From an optimization exercise on the open Yosys and OpenROAD flow, aimed at small area and a short achievable clock period; shortcuts taken in it are not production practice. Function was checked by simulation only, so behaviour that the tests miss may differ from the original. No driver is modelled on the clock port, so clocking that relies on it looks cheaper here than on a real chip. No activity file was given, so power comes from the tool's default toggle rates.

Setup of main:
## cpu_trace_buffer
module cpu_trace_buffer #(
    parameter int unsigned DEPTH     = 64,
    parameter int unsigned POST_TRIG = 32,
    parameter int unsigned AW        = $clog2(DEPTH)
) (
    input  logic          clk,
    input  logic          rst,
    input  logic          arm,
    input  logic          force_trig,
    input  logic          trig_en,
    input  logic [15:0]   trig_pc,
    input  logic          trace_valid,
    input  logic [15:0]   trace_pc,
    input  logic [7:0]    trace_ir,
    input  logic [15:0]   trace_sp,
    input  logic [3:0]    trace_flags,
    input  logic          rd_en,
    output logic          rd_valid,
    output logic [43:0]   rd_data,
    output logic [1:0]    state,
    output logic [AW:0]   entries,
    output logic          done
);
    localparam int unsigned ENTRY_W = $bits(rd_data);
    localparam int unsigned RD_LO   = (POST_TRIG >= 1) ? POST_TRIG - 1 : 0;
    localparam int unsigned PW      = (POST_TRIG > 1) ? $clog2(POST_TRIG) : 1;
    localparam logic [1:0] StIdle  = 2'd0;
    localparam logic [1:0] StArmed = 2'd1;
    localparam logic [1:0] StPost  = 2'd2;
    localparam logic [1:0] StDone  = 2'd3;
    logic [1:0]         state_q, state_d;
    logic               armed_q, armed_d;
    logic               post_st_q, post_st_d;
    logic               done_q, done_d, fin_n_q;
    logic [AW:0]        entries_q, entries_d, entn_q, cnt;
  ...
For scale: about 4300 cells after synthesis, roughly 96000 um2 of cells after synthesis.
==> flow/config.mk <==
export PLATFORM = sky130hd
export DESIGN_NAME = cpu_trace_buffer
export DESIGN_NICKNAME = cpu_trace_buffer
export VERILOG_FILES = /design/flow/design.v
export SDC_FILE = /design/flow/constraint.sdc
export NUM_CORES = 4
export LEC_CHECK = 0
export CAP_MARGIN = 20
export CORE_MARGIN = 2
export CORE_UTILIZATION = 65
export SETUP_SLACK_MARGIN = 2.15
export SLEW_MARGIN = 20
==> flow/constraint.sdc <==
create_clock -name core_clock -period 4.0 [get_ports {clk}]
set_input_delay 0.8000 -clock core_clock [delete_from_list [all_inputs] [get_ports {clk}]]
set_output_delay 0.8000 -clock core_clock [all_outputs]
set_load 0.01 [all_outputs]
standard.sh (not shown) runs the stock make flow with config.mk's settings and CLKGATE_MAP_FILE= SYNTH_SCRIPT=/design/flow/synth_recipe.tcl, a recipe that flattens the netlist after the stock synthesis.
==> flow/flow/run.sh <==
#!/bin/bash
# Own layout flow: the standard ORFS flow (standard.sh, unchanged synthesis), with these
# changes to how the layout is made:
#  - the port buffers are plain sky130_fd_sc_hd__buf_2 cells (the default pick is a delay
#    cell that footprint-matched repair cannot swap out later);
#  - after repair_design, fanout_tree.tcl replaces the buffering of the storage enable net
#    (about 2800 DE pins) with a two-level grid tree;
#  - the clock tree uses sink clusters of 30 within 60 um and no dummy loads;
#  - after CTS, split_root.tcl gives the clock port four root buffers instead of one (each
#    drives the level-1 buffers on its side), so the balanced tree has a shorter delay.
# make's full output goes to flow_make.log here; each ORFS step keeps its own log under
# orfs/logs/ (the hooks print to 3_4_place_resized.log and 4_1_cts.log).
set -euo pipefail
cd "$(dirname "$0")/.."
bash standard.sh \
  'BUFFER_PORTS_ARGS=-buffer_cell sky130_fd_sc_hd__buf_2' \
  "POST_RESIZE_TCL=$PWD/flow/fanout_tree.tcl" \
  'CTS_ARGS=-sink_clustering_enable -repair_clock_nets -sink_clustering_size 30 -sink_clustering_max_diameter 60 -dont_use_dummy_load' \
  "POST_CTS_TCL=$PWD/flow/split_root.tcl" \
  finish > flow_make.log 2>&1
==> flow/flow/fanout_tree.tcl <==
# Rebuild the buffer tree of a high-fanout net as a two-level grid tree (own flow, see run.sh).
proc ft_is_buffer { inst } {
  set m [[$inst getMaster] getName]
  return [regexp {^sky130_fd_sc_hd__(buf|clkbuf|bufbuf)_[0-9]+$} $m]
}
proc ft_center { inst } {
  set bb [$inst getBBox]
  return [list [expr {([$bb xMin]+[$bb xMax])/2}] [expr {([$bb yMin]+[$bb yMax])/2}]]
}
proc build_fanout_tree { root_net ncol nrow leaf_cell mid_cell root_cell prefix sink_pin } {
  set block [ord::get_db_block]
  # collect sinks through existing buffers
  set sinks {}; set bufs {}; set nets {}
  set todo [list $root_net]
  while {[llength $todo]} {
    set net [lindex $todo 0]; set todo [lrange $todo 1 end]
    foreach it [$net getITerms] {
      if {![$it isInputSignal]} continue
      set inst [$it getInst]
      if {[ft_is_buffer $inst]} {
        lappend bufs $inst
        set onet [[$inst findITerm X] getNet]
        if {$onet != "NULL"} { lappend todo $onet; lappend nets $onet }
      } else {
        lappend sinks $it
      }
    }
  }
  puts "fanout tree [$root_net getName]: [llength $sinks] sinks, removing [llength $bufs] buffers"
  foreach b $bufs { foreach it [$b getITerms] { $it disconnect } ; odb::dbInst_destroy $b }
  foreach n $nets { odb::dbNet_destroy $n }
  # only pins named sink_pin go into the tree; other loads hang on the driver's net
  set tree_sinks {}
  foreach it $sinks {
    if {$sink_pin eq "" || [[$it getMTerm] getName] eq $sink_pin} { lappend tree_sinks $it } else { $it disconnect; $it connect $root_net }
  }
  puts "fanout tree: [llength $tree_sinks] $sink_pin pins in the tree, [expr {[llength $sinks]-[llength $tree_sinks]}] other loads on the driver"
  set sinks $tree_sinks
  # optional root buffer next to the driver
  set top_net $root_net
  if {$root_cell ne ""} {
    set drv_it [$root_net getFirstOutput]
    set rootb [odb::dbInst_create $block [[ord::get_db] findMaster $root_cell] "${prefix}_root"]
    set top_net [odb::dbNet_create $block "${prefix}_rootnet"]
    [$rootb findITerm A] connect $root_net
    [$rootb findITerm X] connect $top_net
    set c [ft_center [$drv_it getInst]]
    $rootb setLocation [lindex $c 0] [lindex $c 1]
    $rootb setPlacementStatus PLACED
  }
  # sort sinks into columns by x, then rows by y
  set pts {}
  foreach it $sinks { set c [ft_center [$it getInst]]; lappend pts [list $it [lindex $c 0] [lindex $c 1]] }
  set pts [lsort -integer -index 1 $pts]
  set n [llength $pts]
  set leafm [[ord::get_db] findMaster $leaf_cell]
  if {$mid_cell ne ""} { set midm [[ord::get_db] findMaster $mid_cell] }
  set li 0
  for {set c 0} {$c < $ncol} {incr c} {
    set col [lsort -integer -index 2 [lrange $pts [expr {$c*$n/$ncol}] [expr {($c+1)*$n/$ncol - 1}]]]
    set cn [llength $col]
    if {$cn == 0} continue
    if {$mid_cell ne ""} {
      set mid [odb::dbInst_create $block $midm "${prefix}_mid$c"]
      set mnet [odb::dbNet_create $block "${prefix}_midnet$c"]
      [$mid findITerm A] connect $top_net
      [$mid findITerm X] connect $mnet
    } else {
      set mnet $top_net
    }
    set msx 0; set msy 0; set mc 0
    for {set r 0} {$r < $nrow} {incr r} {
      set grp [lrange $col [expr {$r*$cn/$nrow}] [expr {($r+1)*$cn/$nrow - 1}]]
      if {[llength $grp] == 0} continue
      set sx 0; set sy 0
      foreach p $grp { set sx [expr {$sx + [lindex $p 1]}]; set sy [expr {$sy + [lindex $p 2]}] }
      set cx [expr {$sx / [llength $grp]}]; set cy [expr {$sy / [llength $grp]}]
      set leaf [odb::dbInst_create $block $leafm "${prefix}_leaf$li"]
      set lnet [odb::dbNet_create $block "${prefix}_leafnet$li"]
      incr li
      [$leaf findITerm A] connect $mnet
      [$leaf findITerm X] connect $lnet
      foreach p $grp { set it [lindex $p 0]; $it disconnect; $it connect $lnet }
      $leaf setLocation $cx $cy
      $leaf setPlacementStatus PLACED
      set msx [expr {$msx + $cx}]; set msy [expr {$msy + $cy}]; incr mc
    }
    if {$mid_cell ne ""} {
      $mid setLocation [expr {$msx / $mc}] [expr {$msy / $mc}]
      $mid setPlacementStatus PLACED
    }
  }
  puts "fanout tree [$root_net getName]: $li leaf buffers ($leaf_cell), $ncol mid buffers ($mid_cell), root buffer '$root_cell'"
}

# The net feeding pin sink_pin of the first instance of cell sink_cell, traced back through
# buffers to the first driver that is not a buffer.
proc ft_source_net { sink_cell sink_pin } {
  set block [ord::get_db_block]
  set inst "NULL"
  foreach i [$block getInsts] {
    if {[[$i getMaster] getName] eq $sink_cell} { set inst $i; break }
  }
  set net [[$inst findITerm $sink_pin] getNet]
  while {1} {
    set drv [$net getFirstOutput]
    if {$drv == "NULL"} { return $net }
    set dinst [$drv getInst]
    if {![ft_is_buffer $dinst]} { return $net }
    set net [[$dinst findITerm A] getNet]
  }
}

# Post-resize hook: the storage enable (one net reaching the DE pin of every storage
# flip-flop, about 2800 pins) gets a buffer tree of its own: a root buffer by its driver,
# 8 column buffers, each driving 16 leaf buffers of about 22 DE pins. Detailed placement
# legalizes the new buffers next.
build_fanout_tree [ft_source_net sky130_fd_sc_hd__edfxtp_1 DE] 8 16 sky130_fd_sc_hd__buf_4 sky130_fd_sc_hd__buf_16 sky130_fd_sc_hd__buf_16 detree DE

# The read select: each one-hot select flip-flop drives one input of the read mux in
# every bit (44 loads); give each of them 4 leaf buffers of about 11 loads.
foreach inst [[ord::get_db_block] getInsts] {
  if {[regexp {^rd_sel} [$inst getName]] && [[$inst getMaster] getName] ne "" && [$inst findITerm Q] ne "NULL"} {
    set net [[$inst findITerm Q] getNet]
    if {$net ne "NULL" && [llength [$net getITerms]] > 12} {
      set tag [regsub -all {[^A-Za-z0-9_]} [$inst getName] {_}]
      build_fanout_tree $net 2 2 sky130_fd_sc_hd__buf_4 "" "" seltree_$tag ""
    }
  }
}
Other scripts of this flow, unchanged in this note and not shown: flow/flow/split_root.tcl
#### Input delta (the feature branch over main)
- swapping 2.15 for 1.9 in SETUP_SLACK_MARGIN
--- a/flow/flow/fanout_tree.tcl
+++ b/flow/flow/fanout_tree.tcl
@@ -116,5 +116,5 @@
 # 8 column buffers, each driving 16 leaf buffers of about 22 DE pins. Detailed placement
 # legalizes the new buffers next.
-build_fanout_tree [ft_source_net sky130_fd_sc_hd__edfxtp_1 DE] 8 16 sky130_fd_sc_hd__buf_4 sky130_fd_sc_hd__buf_16 sky130_fd_sc_hd__buf_16 detree DE
+build_fanout_tree [ft_source_net sky130_fd_sc_hd__edfxtp_1 DE] 8 16 sky130_fd_sc_hd__buf_8 sky130_fd_sc_hd__buf_16 sky130_fd_sc_hd__buf_16 detree DE
 
 # The read select: each one-hot select flip-flop drives one input of the read mux in
Notes after the runs:
Via count: main vs the feature branch — no meaningful difference. For clock power, the feature branch and main come out practically identical. Comparing the two runs side by side, the feature branch comes out behind main on detailed router's first-iteration violation count. Combinational power share, main and the feature branch, lower one = main. The feature branch against main: post-route clock period utilization saw little to no change, final instance area increased about 0.36%.

port drivers added, routing unchanged:
How much do the figures lean on ideal ports? The routed layouts below were timed once more, with nothing changed but the port constraints.
Step 1 sets driving cells, clkbuf_16 on the clock port and buf_2 on the other inputs (assumed; they add their load-dependent delay and slew).
Step 2 moves the port delays by t, midway between the first and last clock arrival at a register: inputs arrive t later, outputs are due t later. That takes back most of the time a late clock gives input paths.
Three values: ideal, step 1, step 2; two values: the first two.
run | t, ns | setup slack, ns | hold WS [ns] | slew at the worst register clock pin (ns) | worst slew at a driven data input, ns
main | 0.700 | 2.060 / 1.913 / 1.601 | 0.376 / 0.277 / 0.376 | 0.11 / 0.11 | 0.07
the feature branch | 0.686 | 2.065 / 1.925 / 1.654 | 0.363 / 0.285 / 0.363 | 0.11 / 0.11 | 0.07
After both steps every run listed still meets setup and hold. For main, which loses most, drivers alone change the setup slack by -0.147 ns; drivers and shift together by -0.459 ns.
